Context: an optimization exercise on an open-source flow, tuned for small area and a short achievable clock period. The choices shown serve that exercise and are no tape-out recipe.
No run shown here included a check of the RTL's function; only the layout flow was run.
Power figures rest on the tool's default switching activity, not on a simulated workload.

[design/flow/config.mk]
export PLATFORM = sky130hd
export DESIGN_NAME = riscv_trace_buffer
export DESIGN_NICKNAME = riscv_trace_buffer
export VERILOG_FILES = /design/flow/design.v
export SDC_FILE = /design/flow/constraint.sdc
export NUM_CORES = 4
export LEC_CHECK = 0
export CAP_MARGIN = 20
export CORE_MARGIN = 2
export CORE_UTILIZATION = 40
export SETUP_SLACK_MARGIN = 2.8
export SLEW_MARGIN = 20
[design/flow/constraint.sdc]
create_clock -name core_clock -period 5.5 [get_ports {clk}]
set_input_delay 1.1000 -clock core_clock [delete_from_list [all_inputs] [get_ports {clk}]]
set_output_delay 1.1000 -clock core_clock [all_outputs]
set_load 0.01 [all_outputs]
[design/flow/design.v]
package riscv_dbg_pkg;
  typedef enum logic [1:0] {
    ST_IDLE  = 2'd0,
    ST_ARMED = 2'd1,
    ST_POST  = 2'd2,
    ST_DONE  = 2'd3
  } trace_state_t;
  localparam logic MODE_STOP_FULL = 1'b0;
  localparam logic MODE_RING_TRIG = 1'b1;
  function automatic integer entry_w(input integer xlen, input integer num_regs);
    entry_w = xlen * (2 + num_regs);
  endfunction
endpackage
module trace_ram #(
  parameter int ROWS  = 15,
  parameter int WIDTH = 192,
  parameter int TAP0  = 6,
  parameter int SW    = 4
) (
  input  logic             clk,
  input  logic [WIDTH-1:0] wdata,
  input  logic             shift,
  input  logic             ld,
  input  logic [SW-1:0]    sel,
  output logic [WIDTH-1:0] rdata
);
  logic [WIDTH-1:0] stage;
  logic [WIDTH-1:0] mem [ROWS];
  always_ff @(posedge clk) begin
    stage <= wdata;
  end
  always_ff @(posedge clk) begin
    if (shift) begin
      mem[0] <= stage;
      for (int i = 1; i < ROWS; i++) begin
        mem[i] <= mem[i-1];
      end
    end
  end
  always_ff @(posedge clk) begin
    if (ld) begin
      rdata <= mem[TAP0 + int'(sel)];
    end
  end
endmodule
module riscv_trace_buffer #(
  parameter int XLEN       = 32,
  parameter int NUM_REGS   = 4,
  parameter int DEPTH      = 16,
  parameter int POST_DEPTH = 8
) (
  input  logic                     clk,
  input  logic                     reset,
  input  logic [XLEN-1:0]          pc_dbg,
  input  logic [XLEN-1:0]          instr_dbg,
  input  logic [NUM_REGS*XLEN-1:0] regs_dbg,
  input  logic                     arm,
  input  logic                     clear,
  input  logic                     mode,
  input  logic                     trig_en,
  input  logic [XLEN-1:0]          trig_pc,
  output logic                     busy,
  output logic                     triggered,
  output logic                     wrapped,
  output logic                     rd_valid,
  input  logic                     rd_ready,
  output logic [XLEN-1:0]          rd_pc,
  output logic [XLEN-1:0]          rd_instr,
  output logic [NUM_REGS*XLEN-1:0] rd_regs,
  output logic                     rd_last
);
  localparam int AW = $clog2(DEPTH);
  localparam int CW = AW + 1;
  localparam int EW = riscv_dbg_pkg::entry_w(XLEN, NUM_REGS);
  localparam logic [CW-1:0] DEPTH_C = CW'(DEPTH);
  localparam logic [CW-1:0] POST_C  = CW'(POST_DEPTH);
  localparam logic [CW-1:0] ONE_C   = CW'(1);
  localparam int TAP0 = POST_DEPTH - 1;
  localparam int NSEL = DEPTH - 1 - TAP0;
  localparam int SW   = (NSEL > 1) ? $clog2(NSEL) : 1;
  localparam logic [SW-1:0] SEL_MAX = SW'(NSEL - 1);
  localparam int RSW  = $clog2(NSEL + 1);
  riscv_dbg_pkg::trace_state_t  state, state_n;
  logic          mode_q, mode_n;
  logic [CW-1:0] count, count_n, post_cnt, post_cnt_n, rd_left, rd_left_n;
  logic          triggered_n, wrapped_n, first_q, first_n;
  logic [SW-1:0] sel_q, sel_n;
  logic [XLEN-1:0] pc_q;
  logic          busy_n, rd_valid_n, rd_last_n;
  logic          cap, trig_hit, pop, go_done, shift, ld;
  logic          cap_q, merged_q, merged_n;
  logic [RSW-1:0] rsel;
  logic [EW-1:0] wdata, rdata;
  assign cap      = busy && (first_q || (pc_dbg != pc_q));
  assign trig_hit = (state == riscv_dbg_pkg::ST_ARMED) && (mode_q == riscv_dbg_pkg::MODE_RING_TRIG) && trig_en && (pc_dbg == trig_pc);
  assign pop      = rd_valid && rd_ready;
  always_comb begin
    state_n     = state;
    mode_n      = mode_q;
    count_n     = count;
    post_cnt_n  = post_cnt;
    rd_left_n   = rd_left;
    triggered_n = triggered;
    wrapped_n   = wrapped;
    first_n     = first_q;
    sel_n       = sel_q;
    go_done     = 1'b0;
    case (state)
      riscv_dbg_pkg::ST_IDLE: begin
        if (arm) begin
          state_n     = riscv_dbg_pkg::ST_ARMED;
          mode_n      = mode;
          count_n     = '0;
          triggered_n = 1'b0;
          wrapped_n   = 1'b0;
          first_n     = 1'b1;
          sel_n       = SEL_MAX;
        end
      end
      riscv_dbg_pkg::ST_ARMED, riscv_dbg_pkg::ST_POST: begin
        if (cap) begin
          count_n  = (count == DEPTH_C) ? count : count + ONE_C;
          first_n  = 1'b0;
          if (count == DEPTH_C) begin
            wrapped_n = 1'b1;
          end
          if (mode_q == riscv_dbg_pkg::MODE_STOP_FULL) begin
            go_done = (count_n == DEPTH_C);
          end else if (state == riscv_dbg_pkg::ST_POST) begin
            post_cnt_n = post_cnt - ONE_C;
            go_done    = (post_cnt == ONE_C);
          end else if (trig_hit) begin
            triggered_n = 1'b1;
            sel_n       = (count >= CW'(NSEL - 1)) ? SEL_MAX : count[SW-1:0];
            if (POST_DEPTH == 0) begin
              go_done = 1'b1;
            end else begin
              state_n    = riscv_dbg_pkg::ST_POST;
              post_cnt_n = POST_C;
            end
          end
        end
      end
      riscv_dbg_pkg::ST_DONE: begin
        if (pop) begin
          rd_left_n = rd_left - ONE_C;
          if (rd_left == ONE_C) begin
            state_n = riscv_dbg_pkg::ST_IDLE;
          end
        end
      end
      default: state_n = riscv_dbg_pkg::ST_IDLE;
    endcase
    if (go_done) begin
      state_n   = riscv_dbg_pkg::ST_DONE;
      rd_left_n = count_n;
    end
    if (clear) begin
      state_n   = riscv_dbg_pkg::ST_IDLE;
      rd_left_n = '0;
    end
    busy_n     = (state_n == riscv_dbg_pkg::ST_ARMED) || (state_n == riscv_dbg_pkg::ST_POST);
    merged_n   = (state == riscv_dbg_pkg::ST_DONE) && (merged_q || (cap_q && pop));
    rd_valid_n = (state_n == riscv_dbg_pkg::ST_DONE) && (rd_left_n != '0);
    rd_last_n  = (state_n == riscv_dbg_pkg::ST_DONE) && (rd_left_n == ONE_C);
  end
  always_ff @(posedge clk or posedge reset) begin
    if (reset) begin
      state     <= riscv_dbg_pkg::ST_IDLE;
      mode_q    <= riscv_dbg_pkg::MODE_STOP_FULL;
      count     <= '0;
      post_cnt  <= '0;
      rd_left   <= '0;
      triggered <= 1'b0;
      wrapped   <= 1'b0;
      first_q   <= 1'b0;
      sel_q     <= '0;
      busy      <= 1'b0;
      rd_valid  <= 1'b0;
      rd_last   <= 1'b0;
      cap_q     <= 1'b0;
      merged_q  <= 1'b0;
    end else begin
      state     <= state_n;
      mode_q    <= mode_n;
      count     <= count_n;
      post_cnt  <= post_cnt_n;
      rd_left   <= rd_left_n;
      triggered <= triggered_n;
      wrapped   <= wrapped_n;
      first_q   <= first_n;
      sel_q     <= sel_n;
      busy      <= busy_n;
      rd_valid  <= rd_valid_n;
      rd_last   <= rd_last_n;
      cap_q     <= cap;
      merged_q  <= merged_n;
    end
  end
  always_ff @(posedge clk) begin
    pc_q <= pc_dbg;
  end
  assign shift = cap_q || pop;
  assign ld    = !rd_valid || rd_ready;
  assign rsel  = RSW'(sel_q) + RSW'(!(cap_q || merged_q));
  assign wdata = {regs_dbg, instr_dbg, pc_dbg};
  trace_ram #(
    .ROWS  (DEPTH - 1),
    .WIDTH (EW),
    .TAP0  (TAP0 - 1),
    .SW    (RSW)
  ) u_ram (
    .clk   (clk),
    .wdata (wdata),
    .shift (shift),
    .ld    (ld),
    .sel   (rsel),
    .rdata (rdata)
  );
  assign rd_pc    = rdata[XLEN-1:0];
  assign rd_instr = rdata[2*XLEN-1:XLEN];
  assign rd_regs  = rdata[EW-1:2*XLEN];
endmodule
[design/flow/run.sh]
#!/bin/bash
# synth_recipe.tcl (not shown) runs the flow's synth.tcl, then flattens the netlist and writes it again
# the make line also repeats each setting of config.mk as NAME=value (left out here)
make -C /OpenROAD-flow-scripts/flow DESIGN_CONFIG=/design/flow/config.mk WORK_HOME=/design/flow/orfs CLKGATE_MAP_FILE= SYNTH_SCRIPT=/design/flow/synth_recipe.tcl finish
==> impl_metrics.csv, run 1 <==
group,metric,value,unit
logic_synthesis,synthTopCellsByCount,"edfxtp_1, mux2_2, a22o_1",
min_path,min_from,"pc_dbg[18]",
clock_tree,path_clk_slew,60,ps
setup_path,path_cells,"nor2_4, ha_4, inv_4, ha_4, buf_8, buf_12, nor2b_4, buf_12, buf_16, buf_16, buf_6, a222oi_1, o22ai_2, a2111oi_4, nand2_1",
logic_synthesis,synth_warnings,3,
logic_synthesis,syn_inst,6054,
global_routing,track_usage,22.7,%
layout,nNetsFinal,7271,
timing,tightest_slew,935,ps
power_and_ir_drop,power_leakage,50.1,nW
layout,fillers,23100,
floorplan,placementRows,198,
global_routing,antenna_found_initial,38,
timing,fmax,304,MHz
layout,drive_gt1_share,27.3,%
clock_tree,root_buffer,"clkbuf_16",
setup_path,endpoint_kind,"flop",
route,drc,0,
route,drt_iter0_drc,10500,
logic_synthesis,synth_edf_count,3072,
power_and_ir_drop,power_density,477,nW/µm²
clock_tree,numCtsBuffers,343,
floorplan,die_w,545,µm
global_routing,grt.overflow.total,0,
logic_synthesis,ys_ff_latch,3293,
layout,post-route-util,51.0,%
setup_path,timing.rr.end,"u_ram.rdata[102]$_DFFE_PP_",
logic_synthesis,synth_ff_type,"edfxtp_1",
logic_synthesis,syn_area,117000,µm²
place,hpwlAfterDp,156000,µm
power_and_ir_drop,power_frac_comb,20.7,%
timing,slew_violations,0,
layout,multi_input_area,21800,µm²
setup_path,cp_slowest_cell,"dfrtp_1",
clock_tree,clk_path_buf_depth,4,
power_and_ir_drop,switching_share,28.3,%
clock_tree,clk_latency,930,ps
setup_path,cp.required,6140,ps
timing,slew_headroom,37.7,%
power_and_ir_drop,pwr-share-clk,33.5,%
route,viasPerCell,5.99,
power_and_ir_drop,ir_drop,272,µV
route,routed_wl,356000,µm
setup_path,reg2reg_depth,15,
logic_synthesis,ys_seq_area_share,82.6,%
timing,rsz0062_at_grt,"true",
min_path,hold_path_class,"in2reg",
setup_path,r2r_slack,2220,ps
setup_path,crit_type,"reg2reg",
layout,register_area,96900,µm²
global_routing,grt_pass1_wl,491000,µm
route,vias,67300,
route,ant_nets,0,
power_and_ir_drop,intPower,50.9,mW
run,drv_cap,0,
route,wire_per_inst,31.7,µm
floorplan,start_util,40.3,%
floorplan,die_h,545,µm
clock_tree,cts_tree,"built",
layout,final_cell_count_no_fill,11200,
clock_tree,clock_sinks,3293,
global_routing,grt_pass1_vias,65100,
timing,hold_viol,0,
timing,fin_tns_setup,0,ps
layout,syn_to_final_growth,26.7,%
power_and_ir_drop,power_frac_seq,45.8,%
route,drtPass1Iterations,9,
setup_path,crit_arrival,3920,ps
min_path,worst_hold_path.endpoint,"u_ram.stage[18]$_DFF_P_",
logic_synthesis,async_flop_share,0.881,%
timing,finalCritPeriodShare,59.7,%
setup_path,cp_max_fo,6,
power_and_ir_drop,p_switching,20.1,mW
timing,finalCriticalPeriod,3280,ps
setup_path,critical_path.max_stage_delay,400,ps
floorplan,ios,428,
timing,finalClockSkew,66.3,ps
logic_synthesis,ys_types,76,
timing,setup_viol_count_final,0,
logic_synthesis,syn_avg_cell_area,19.4,µm²
status,run_status,"no timing/DRC/antenna violations",
floorplan,dieArea,298000,µm²
place,io_buffers,427,
setup_path,start_kind,"flop",
place,routabilityCongestion,0.820,
logic_synthesis,synth_top_cell_by_area,"edfxtp_1",
floorplan,core_area,291000,µm²
logic_synthesis,synth.most_common_cell,"edfxtp_1",
place,dp_cells,10200,
global_routing,grt_max_degree,142,
logic_synthesis,synth_fp_nets,6299,
min_path,holdPathStages,1,
clock_tree,htreeDepth,5,
setup_path,r2r_start,"merged_q$_DFF_PP0_",
logic_synthesis,netlist.area_leader.share,78.7,%
logic_synthesis,synth_area_leaders,"edfxtp_1, dfxtp_1, mux2_2",
## layout make-up
class | instances | area share, %
Antenna cell | 15 | 0.0253
Clock inverter | 184 | 1.43
Inverter | 20 | 0.0522
Tap cell | 3900 | 3.28
Clock buffer | 450 | 6.34
Timing Repair Buffer | 978 | 9.01
Sequential cell | 3293 | 65.2
Multi-Input combinational cell | 2390 | 14.7
## repair_timing
action                                   CTS  global route
pin swaps                                515           304
buffers inserted                         196            77
hold endpoints to repair                   0             0
hold buffers                               0             0
gates resized for setup                 1467           269
cloned                                   133            12
endpoints found under the setup margin   639           823
## metrics by stage
step | cell area (µm²) | setup WS [ps] | power (mW) | hold WS (ps)
5_1_grt | 149000 | 2100 | 73.1 | 310
6_report | 149000 | 2220 | 71.0 | 334
3_5_place_dp | 127000 | 1190 | 43.0 | 389
3_3_place_gp | 127000 | 1240 | 42.8 | 389
4_1_cts | 146000 | 2260 | 70.5 | 376
2_1_floorplan | 117000 | -14860 | 39.0 | 386
## routing by layer
metal / global-route usage, % / part of all wire, %
met1: 32.6 / 42
met2: 35.0 / 46
met3: 4.28 / 9.4
met4: 6.98 / 3.2
met5: 0 / 0.033
## kinds of logic after synthesis
kind of cell,count (synthesis),share of synthesized area [%]
mux,373,3.85
fa+ha+maj,14,0.149
buf+inv,376,1.33
simple gates,543,2.15
xor+xnor,70,0.523
flops,3293,82.6
compound gates,1385,9.45
## how the worst max path moves through the flow
stage | from | end | slack, ps
final | merged_q$_DFF_PP0_ | u_ram.rdata[102]$_DFFE_PP_ | 2220
after global routing | merged_q$_DFF_PP0_ | u_ram.rdata[31]$_DFFE_PP_ | 2100
after CTS | cap_q$_DFF_PP0_ | u_ram.rdata[42]$_DFFE_PP_ | 2260
after detailed placement | cap_q$_DFF_PP0_ | u_ram.rdata[172]$_DFFE_PP_ | 1190
after global placement | cap_q$_DFF_PP0_ | u_ram.rdata[172]$_DFFE_PP_ | 1240
after floorplan | rd_ready | u_ram.mem[0][0]$_DFFE_PP_ | -14860
## power groups by stage
stage	combinational, mW	sequential, mW	clock [mW]
after global routing	15.4	32.7	25.1
final	14.7	32.5	23.8
after global placement	9.92	32.9	0
after floorplan	5.24	33.8	0
after detailed placement	10.0	32.9	0
after CTS	13.9	32.5	24.1
## critical path: cells and delay by family (launching register included)
family,cells,cell delay [ps]
buffers and inverters,7,880
AOI/OAI and AO/OA,3,860
adders and majority gates,2,520
DFF,1,400
and+or+nand+nor,3,310
## cell usage in the layout, fill, tap and decap left out, types with 36 or more instances in the layout
master | netlist | layout
mux2_2 | 296 | 296
edfxtp_1 | 3072 | 3072
buf_12 | 0 | 126
clkdlybuf4s50_1 | 0 | 195
buf_4 | 1 | 177
o21ai_0 | 96 | 54
dfxtp_1 | 192 | 170
clkdlybuf4s15_1 | 0 | 36
a22oi_2 | 0 | 43
clkbuf_1 | 222 | 67
nand2_1 | 272 | 257
o22ai_2 | 0 | 42
mux2i_1 | 44 | 44
a21oi_1 | 90 | 78
buf_2 | 94 | 138
a2111oi_4 | 0 | 37
nor2_1 | 53 | 36
clkinv_1 | 0 | 55
a2111oi_2 | 0 | 72
buf_16 | 0 | 157
a222oi_1 | 241 | 241
buf_6 | 3 | 52
a221oi_2 | 0 | 62
a22oi_1 | 284 | 241
o22ai_1 | 111 | 69
clkbuf_16 | 0 | 358
clkinv_2 | 0 | 57
clkbuf_8 | 0 | 36
nand3_1 | 105 | 103
a22o_1 | 295 | 285
## flip-flops by register name, summed over array words and instances (netlist names), 2 cells and up
name and flops:
u_ram.mem 2880, u_ram.rdata 192, u_ram.stage 192, count 5, post_cnt 5, rd_left 5
sel_q 3, state 2
==> inputs of run 2 (changes only) <==
--- a/design/flow/config.mk
+++ b/design/flow/config.mk
@@ -8,5 +8,5 @@
 export CAP_MARGIN = 20
 export CORE_MARGIN = 2
 export CORE_UTILIZATION = 40
-export SETUP_SLACK_MARGIN = 2.8
+export SETUP_SLACK_MARGIN = 3.2
 export SLEW_MARGIN = 20
==> impl_metrics.csv, run 2 <==
group,metric,value,unit
timing,fin_tns_setup,0,ps
global_routing,grt_max_degree,90,
logic_synthesis,synth_fp_nets,6299,
logic_synthesis,synth_ff_type,"edfxtp_1",
setup_path,start_kind,"flop",
place,hpwlAfterDp,156000,µm
power_and_ir_drop,power_frac_seq,45.6,%
clock_tree,clk_path_buf_depth,4,
logic_synthesis,synth.most_common_cell,"edfxtp_1",
place,io_buffers,427,
logic_synthesis,syn_inst,6054,
timing,finalCritPeriodShare,60.8,%
route,routed_wl,359000,µm
timing,hold_viol,0,
layout,top_regs,"u_ram.mem x2880, u_ram.rdata x192, u_ram.stage x192",
logic_synthesis,ys_ff_latch,3293,
layout,drive_gt1_share,29.5,%
layout,final_common_cell,"edfxtp_1",
clock_tree,clk_latency,940,ps
status,run_status,"no timing/DRC/antenna violations",
global_routing,grt.overflow.total,0,
floorplan,dieArea,298000,µm²
clock_tree,root_buffer,"clkbuf_16",
power_and_ir_drop,power_density,475,nW/µm²
floorplan,start_util,40.3,%
min_path,hold_path_class,"in2reg",
clock_tree,path_clk_slew,70,ps
power_and_ir_drop,pwr-share-clk,33.3,%
timing,rsz0062_at_grt,"true",
route,ant_nets,0,
global_routing,antenna_found_initial,29,
power_and_ir_drop,p_switching,20.2,mW
power_and_ir_drop,power_leakage,51.0,nW
logic_synthesis,synthTopCellsByCount,"edfxtp_1, mux2_2, a22o_1",
power_and_ir_drop,power_frac_comb,21.1,%
logic_synthesis,syn_area,117000,µm²
setup_path,endpoint_kind,"flop",
place,routabilityCongestion,0.820,
layout,largest-register,"u_ram.mem",
layout,post-route-util,51.6,%
power_and_ir_drop,switching_share,28.4,%
timing,finalClockSkew,66.3,ps
global_routing,grt_pass1_vias,65600,
setup_path,cp_slowest_cell,"a222oi_1",
timing,slew_headroom,40.7,%
route,wire_per_inst,31.8,µm
place,place_ws,1190,ps
logic_synthesis,syn_avg_cell_area,19.4,µm²
setup_path,cp_max_fo,7,
floorplan,die_w,545,µm
setup_path,path_delay_family,"compound AO/OA/AOI/OAI gates",
layout,nNetsFinal,7335,
logic_synthesis,netlist.area_leader.share,78.7,%
setup_path,cp.required,6140,ps
layout,largest_register_ffs,2880,
timing,fmax,299,MHz
logic_synthesis,synth_area_leaders,"edfxtp_1, dfxtp_1, mux2_2",
layout,syn_to_final_growth,28.1,%
route,viasPerCell,5.99,
place,dp_cells,10200,
timing,tightest_slew,889,ps
route,vias,67700,
power_and_ir_drop,power,71.4,mW
floorplan,ios,428,
clock_tree,numCtsBuffers,343,
setup_path,cp_num_buf_inv,7,
layout,final_cell_count_no_fill,11300,
timing,worst_slack,2160,ps
route,drt_iter0_drc,10400,
logic_synthesis,async_flop_share,0.881,%
route,drtPass1Iterations,11,
clock_tree,clock_sinks,3293,
logic_synthesis,ys_seq_area_share,82.6,%
clock_tree,cts_tree,"built",
logic_synthesis,synth_warnings,3,
setup_path,crit_arrival,3980,ps
layout,final_cell_mix,"edfxtp_1, clkbuf_16, mux2_2",
clock_tree,htreeDepth,5,
run,drv_cap,0,
power_and_ir_drop,intPower,51.1,mW
logic_synthesis,synth_top_cell_by_area,"edfxtp_1",
setup_path,path_cells,"nor2_4, ha_4, inv_4, ha_4, buf_8, buf_12, nor2b_4, buf_12, buf_16, buf_12, buf_16, a222oi_1, o22ai_2, a2111oi_4, nand3_1",
floorplan,die_h,545,µm
timing,setup_viol_count_final,0,
timing,slew_violations,0,
floorplan,core_area,291000,µm²
route,drc,0,
global_routing,track_usage,22.9,%
floorplan,placementRows,198,
setup_path,crit_type,"reg2reg",
logic_synthesis,synth_edf_count,3072,
setup_path,critical_path.max_stage_delay,440,ps
timing,finalCriticalPeriod,3340,ps
power_and_ir_drop,ir_drop,274,µV
logic_synthesis,ys_types,76,
setup_path,crit_path_frequent_cell,"buf_12",
global_routing,grt_pass1_wl,497000,µm
[run 2: cell count changes in the layout (fill, tap and decap cells not counted), sizes merged, moves of 5 or more]
cell	before	now
dlymetal6s2s	5	16
clkbuf	471	484
clkdlybuf4s50	195	166
dlygate4sd2	23	13
clkdlybuf4s15	44	9
buf	670	778
bufbuf	20	25
[run 2: metal layers]
layer | track usage, % | part of all wire, % | up-vias
li1 | - | - | 27600
met1 | 33.3 | 42 | 35400
met2 | 35.3 | 46 | 4103
met3 | 3.85 | 9.3 | 560
met4 | 7.44 | 3.3 | 8
met5 | 0 | 0.014 | -
[run 2: final timing paths]
kind	startpoint	to	slack, ps	cells after the start
setup / recovery	merged_q$_DFF_PP0_	u_ram.rdata[12]$_DFFE_PP_	2160	15
hold / removal	pc_dbg[9]	u_ram.stage[9]$_DFF_P_	330	1
setup reg to reg	merged_q$_DFF_PP0_	u_ram.rdata[12]$_DFFE_PP_	2160	15
hold reg to reg	u_ram.stage[53]$_DFF_P_	u_ram.mem[0][53]$_DFFE_PP_	380	0
max in group asynchronous	reset	busy$_DFF_PP0_	4630	3
min in group asynchronous	reset	state[1]$_DFF_PP0_	540	3
[run 2: stage by stage]
stage | hold WS (ps) | cell area, µm²
finish | 334 | 150000
floorplan | 386 | 117000
global placement | 389 | 127000
global route | 320 | 150000
detailed placement | 389 | 127000
CTS | 280 | 148000
[run 2: final cells by class]
cell class | count | area [µm²]
clock buffers | 450 | 9430
flip-flops and latches | 3293 | 96900
repair buffers | 1041 | 14600
multi-input cells | 2391 | 22200
clock inverters | 184 | 2130
well taps | 3900 | 4880
diodes | 15 | 37.5
inverters | 20 | 81.3
fillers | 22900 | 141000
[run 2: repair_timing]
item / 4_1_cts / 5_1_grt
pin swaps: 552 / 311
cloned: 147 / 24
gates resized for setup: 1752 / 347
buffers inserted: 239 / 72
setup endpoints to repair: 3074 / 1831
hold buffers: 0 / 0
[run 2: kinds of logic (layout without fill, tap and decap cells)]
group / count (synthesis) / after routing / share of synthesized area, %
DFF: 3293 / 3293 / 82.6
AOI/OAI and AO/OA: 1385 / 1387 / 9.45
and+or+nand+nor: 543 / 547 / 2.15
buffers and inverters: 376 / 1695 / 1.33
muxes: 373 / 373 / 3.85
xor gates and xnor gates: 70 / 70 / 0.523
adders and majority gates: 14 / 14 / 0.149
other: 0 / 15 / 0
[run 2: worst register-to-register path: stages, from the launching register on]
cell,delay (ps)
dfrtp_1,400
nor2_4,150
ha_4,210
inv_4,60
ha_4,300
buf_8,120
buf_12,100
nor2b_4,40
buf_12,150
buf_16,170
buf_12,150
buf_16,160
a222oi_1,450
o22ai_2,200
a2111oi_4,240
nand3_1,160
[run 2: power groups by stage]
stage	combinational, mW	clock (mW)	sequential [mW]
final	15.1	23.8	32.5
after global routing	15.8	25.1	32.7
after CTS	14.0	24.1	32.5
after detailed placement	10.0	0	32.9
after global placement	9.92	0	32.9
after floorplan	5.24	0	33.8
==> inputs of run 3 (changes only) <==
--- a/design/flow/design.v
+++ b/design/flow/design.v
@@ -15,16 +15,16 @@
   parameter int ROWS  = 15,
   parameter int WIDTH = 192,
   parameter int TAP0  = 6,
-  parameter int SW    = 4
+  parameter int NSEL  = 9
 ) (
   input  logic             clk,
   input  logic [WIDTH-1:0] wdata,
   input  logic             shift,
   input  logic             ld,
-  input  logic [SW-1:0]    sel,
+  input  logic [NSEL-1:0]  sel,
   output logic [WIDTH-1:0] rdata
 );
-  logic [WIDTH-1:0] stage;
+  logic [WIDTH-1:0] stage, pick;
   logic [WIDTH-1:0] mem [ROWS];
   always_ff @(posedge clk) begin
     stage <= wdata;
@@ -37,9 +37,15 @@
       end
     end
   end
+  always_comb begin
+    pick = '0;
+    for (int i = 0; i < NSEL; i++) begin
+      pick = pick | ({WIDTH{sel[i]}} & mem[TAP0 + i]);
+    end
+  end
   always_ff @(posedge clk) begin
     if (ld) begin
-      rdata <= mem[TAP0 + int'(sel)];
+      rdata <= pick;
     end
   end
 endmodule
@@ -79,7 +85,6 @@
   localparam int NSEL = DEPTH - 1 - TAP0;
   localparam int SW   = (NSEL > 1) ? $clog2(NSEL) : 1;
   localparam logic [SW-1:0] SEL_MAX = SW'(NSEL - 1);
-  localparam int RSW  = $clog2(NSEL + 1);
   riscv_dbg_pkg::trace_state_t  state, state_n;
   logic          mode_q, mode_n;
   logic [CW-1:0] count, count_n, post_cnt, post_cnt_n, rd_left, rd_left_n;
@@ -89,7 +94,7 @@
   logic          busy_n, rd_valid_n, rd_last_n;
   logic          cap, trig_hit, pop, go_done, shift, ld;
   logic          cap_q, merged_q, merged_n;
-  logic [RSW-1:0] rsel;
+  logic [NSEL:0] rsel_q, rsel_n;
   logic [EW-1:0] wdata, rdata;
   assign cap      = busy && (first_q || (pc_dbg != pc_q));
   assign trig_hit = (state == riscv_dbg_pkg::ST_ARMED) && (mode_q == riscv_dbg_pkg::MODE_RING_TRIG) && trig_en && (pc_dbg == trig_pc);
@@ -163,6 +168,8 @@
     merged_n   = (state == riscv_dbg_pkg::ST_DONE) && (merged_q || (cap_q && pop));
     rd_valid_n = (state_n == riscv_dbg_pkg::ST_DONE) && (rd_left_n != '0);
     rd_last_n  = (state_n == riscv_dbg_pkg::ST_DONE) && (rd_left_n == ONE_C);
+    rsel_n     = '0;
+    rsel_n[int'(sel_n) + ((cap || merged_n) ? 0 : 1)] = 1'b1;
   end
   always_ff @(posedge clk or posedge reset) begin
     if (reset) begin
@@ -180,6 +187,7 @@
       rd_last   <= 1'b0;
       cap_q     <= 1'b0;
       merged_q  <= 1'b0;
+      rsel_q    <= '0;
     end else begin
       state     <= state_n;
       mode_q    <= mode_n;
@@ -195,6 +203,7 @@
       rd_last   <= rd_last_n;
       cap_q     <= cap;
       merged_q  <= merged_n;
+      rsel_q    <= rsel_n;
     end
   end
   always_ff @(posedge clk) begin
@@ -202,19 +211,18 @@
   end
   assign shift = cap_q || pop;
   assign ld    = !rd_valid || rd_ready;
-  assign rsel  = RSW'(sel_q) + RSW'(!(cap_q || merged_q));
   assign wdata = {regs_dbg, instr_dbg, pc_dbg};
   trace_ram #(
     .ROWS  (DEPTH - 1),
     .WIDTH (EW),
     .TAP0  (TAP0 - 1),
-    .SW    (RSW)
+    .NSEL  (NSEL + 1)
   ) u_ram (
     .clk   (clk),
     .wdata (wdata),
     .shift (shift),
     .ld    (ld),
-    .sel   (rsel),
+    .sel   (rsel_q),
     .rdata (rdata)
   );
   assign rd_pc    = rdata[XLEN-1:0];
--- a/design/flow/config.mk
+++ b/design/flow/config.mk
@@ -8,5 +8,5 @@
 export CAP_MARGIN = 20
 export CORE_MARGIN = 2
 export CORE_UTILIZATION = 40
-export SETUP_SLACK_MARGIN = 3.2
+export SETUP_SLACK_MARGIN = 3.0
 export SLEW_MARGIN = 20
==> impl_metrics.csv, run 3 <==
group,metric,value,unit
layout,drive_gt1_share,17.2,%
setup_path,endpoint_kind,"flop",
timing,finalCritPeriodShare,61.5,%
logic_synthesis,synth_top_cell_by_area,"edfxtp_1",
clock_tree,cts_tree,"built",
global_routing,grt_pass1_vias,49400,
clock_tree,path_clk_slew,60,ps
power_and_ir_drop,power_leakage,42.6,nW
clock_tree,clk_latency,890,ps
route,viasPerCell,5.34,
clock_tree,clk_path_buf_depth,4,
place,dpl_cell_area,117000,µm²
logic_synthesis,async_flop_share,1.15,%
timing,fin_tns_setup,0,ps
floorplan,die_w,523,µm
floorplan,placementRows,190,
logic_synthesis,syn_area,108000,µm²
setup_path,cp.required,6310,ps
global_routing,antenna_found_initial,11,
clock_tree,htreeDepth,5,
run,drv_cap,0,
clock_tree,root_buffer,"clkbuf_16",
logic_synthesis,syn_avg_cell_area,22.6,µm²
timing,finalClockSkew,60.9,ps
layout,nNetsFinal,5714,
place,place_ws,410,ps
timing,setup_viol_count_final,0,
logic_synthesis,synth_warnings,3,
logic_synthesis,synthTopCellsByCount,"edfxtp_1, nand3_1, a22o_1, a22oi_1, a222oi_1",
route,drc,0,
timing,whs,347,ps
route,routed_wl,216000,µm
setup_path,crit_type,"in2reg",
layout,fillers,21500,
timing,slew_headroom,36.3,%
timing,slew_violations,0,
logic_synthesis,synth_fp_nets,5013,
logic_synthesis,ys_seq_area_share,90.1,%
global_routing,track_usage,15.2,%
layout,final_cell_mix,"edfxtp_1, clkbuf_16, nand3_1",
logic_synthesis,synth_area_leaders,"edfxtp_1, dfxtp_1, a222oi_1",
logic_synthesis,ys_ff_latch,3302,
place,routabilityCongestion,0.782,
global_routing,grt.overflow.total,0,
clock_tree,numCtsBuffers,339,
timing,worst_slack,2120,ps
layout,top_regs,"u_ram.mem x2880, u_ram.rdata x192, u_ram.stage x192",
timing,finalCriticalPeriod,3380,ps
route,vias,49700,
route,drt_iter0_drc,6277,
setup_path,cp_max_fo,3,
global_routing,grt_pass1_wl,317000,µm
timing,hold_viol,0,
floorplan,dieArea,273000,µm²
floorplan,die_h,523,µm
layout,syn_to_final_growth,19.2,%
logic_synthesis,syn_inst,4765,
timing,fmax,295,MHz
layout,largest-register,"u_ram.mem",
route,drtPass1Iterations,9,
setup_path,crit_arrival,4190,ps
place,hpwlAfterDp,111000,µm
power_and_ir_drop,ir_drop,394,µV
logic_synthesis,ys_types,76,
layout,fin_area,128000,µm²
setup_path,start_kind,"input port",
floorplan,ios,428,
layout,final_common_cell,"edfxtp_1",
logic_synthesis,synth_edf_count,3072,
clock_tree,clock_sinks,3302,
route,wire_per_inst,23.2,µm
global_routing,grt_max_degree,171,
layout,largest_register_ffs,2880,
status,run_status,"no timing/DRC/antenna violations",
clock_tree,cts_hold_buffers,0,
power_and_ir_drop,power_density,476,nW/µm²
timing,rsz0062_at_grt,"true",
power_and_ir_drop,power,61.1,mW
route,ant_nets,0,
logic_synthesis,synth_ff_type,"edfxtp_1",
floorplan,core_area,268000,µm²
timing,tightest_slew,956,ps
floorplan,start_util,40.2,%
logic_synthesis,synth.most_common_cell,"edfxtp_1",
min_path,hold_path_class,"in2reg",
logic_synthesis,netlist.area_leader.share,85.7,%
place,io_buffers,427,
## run 3: changes by cell type in the layout (fill, tap and decap cells not counted), sizes merged, moves of 90 or more
cell,previous run,this run
a2111oi,111,2
a221oi,86,192
a22o,295,194
a22oi,284,194
buf,778,361
mux2,297,3
nand2,273,17
nand3,105,204
o22ai,111,2
## run 3: layout make-up
| class | instances | area (µm²) | area share, % |
|---|---|---|---|
| well taps | 3552 | 4440 | 3.46 |
| multi-input cells | 1241 | 10100 | 7.88 |
| diodes | 5 | 12.5 | 0.00975 |
| flip-flops and latches | 3302 | 97100 | 75.6 |
| inverters | 23 | 86.3 | 0.0673 |
| clock inverters | 202 | 2340 | 1.82 |
| clock buffers | 425 | 9260 | 7.21 |
| repair buffers | 559 | 5030 | 3.92 |
## run 3: metrics by stage
step / instances / utilization [%]
2_1_floorplan: 4765 / -
3_3_place_gp: 8646 / 43.7
3_5_place_dp: 8646 / 43.7
4_1_cts: 9293 / 47.8
5_1_grt: 9306 / 47.9
6_report: 9309 / 47.9
## run 3: power breakdown
| group | internal (mW) | switching, mW |
|---|---|---|
| sequential | 30.7 | 1.30 |
| clock | 13.8 | 9.63 |
| combinational | 2.01 | 3.66 |
## run 3: timing repair
item                        CTS  global route
buffers inserted             19            11
setup endpoints to repair  2425           247
resized for setup          1052            80
gates cloned                  1             0
pin swaps                    45            34
## run 3: worst max-delay path, stage by stage
cell      delay [ps]
buf_8            100
xor2_2           160
nor4_2           310
nand4_1          250
or3_4            400
and4bb_4         390
o41ai_4           90
a31o_1           250
ha_2             200
ha_4             170
ha_4             220
or3b_4           410
nor3_2           150
## run 3: final timing paths
check,from,endpoint,slack [ps],depth (start not counted)
worst max register to register,u_ram.stage[21]$_DFF_P_,rsel_q[7]$_DFF_PP0_,2200,12
min in group asynchronous,reset,rsel_q[3]$_DFF_PP0_,860,3
worst max-delay path,trig_pc[25],rsel_q[7]$_DFF_PP0_,2120,13
max in group asynchronous,reset,state[1]$_DFF_PP0_,4240,3
worst min-delay path,pc_dbg[25],u_ram.stage[25]$_DFF_P_,350,1
worst min register to register,u_ram.stage[164]$_DFF_P_,u_ram.mem[0][164]$_DFFE_PP_,360,0
## run 3: logic make-up (layout without fill, tap and decap cells)
| kind of cell | after synthesis | after routing | share of synthesized area, % |
|---|---|---|---|
| compound gates | 841 | 842 | 6.79 |
| xor+xnor | 67 | 67 | 0.545 |
| fa+ha+maj | 17 | 17 | 0.198 |
| buf+inv | 223 | 1209 | 0.795 |
| flops | 3302 | 3302 | 90.1 |
| mux | 4 | 4 | 0.0441 |
| other cells | 0 | 5 | 0 |
| simple gates | 311 | 311 | 1.51 |
## run 3: routing by layer
metal  wire length [µm]  share of wire (%)  global-route usage, %
met1              93800                 43                   21.8
met5                  0                  0                      0
met3              16000                7.4                   3.05
met2              99900                 46                   23.2
met4               6380                3.0                   5.13

==> afterwards: timing with drivers on the ports <==
In the flow no input, the clock included, has a driving cell. The finished layouts below were timed again as built, in two steps. Step 1 (the two cells are an assumption about what drives the block):
set clk [get_ports {clk}]
set_driving_cell -lib_cell sky130_fd_sc_hd__clkbuf_16 $clk
set_driving_cell -lib_cell sky130_fd_sc_hd__buf_2 [delete_from_list [all_inputs] $clk]
Step 2, shift: input delay + t, output delay - t, t = (earliest + latest rising clock arrival at the registers) / 2. This alone moves slack from input paths to output paths. Three values: ideal ports, drivers, drivers and shift; two values: the first two.
| run | t (ns) | setup slack, ns | slew at the worst register clock pin (ns) |
|---|---|---|---|
| run 1 | 1.008 | 2.215 / 2.215 / 1.924 | 0.07 / 0.07 |
| run 2 | 1.012 | 2.155 / 2.155 / 1.966 | 0.07 / 0.07 |
| run 3 | 0.960 | 2.115 / 2.158 / 1.198 | 0.07 / 0.07 |
After both steps every run listed still meets setup and hold. The setup slack of run 3, which loses most, moves by +0.043 ns with the drivers and by -0.917 ns with both steps.
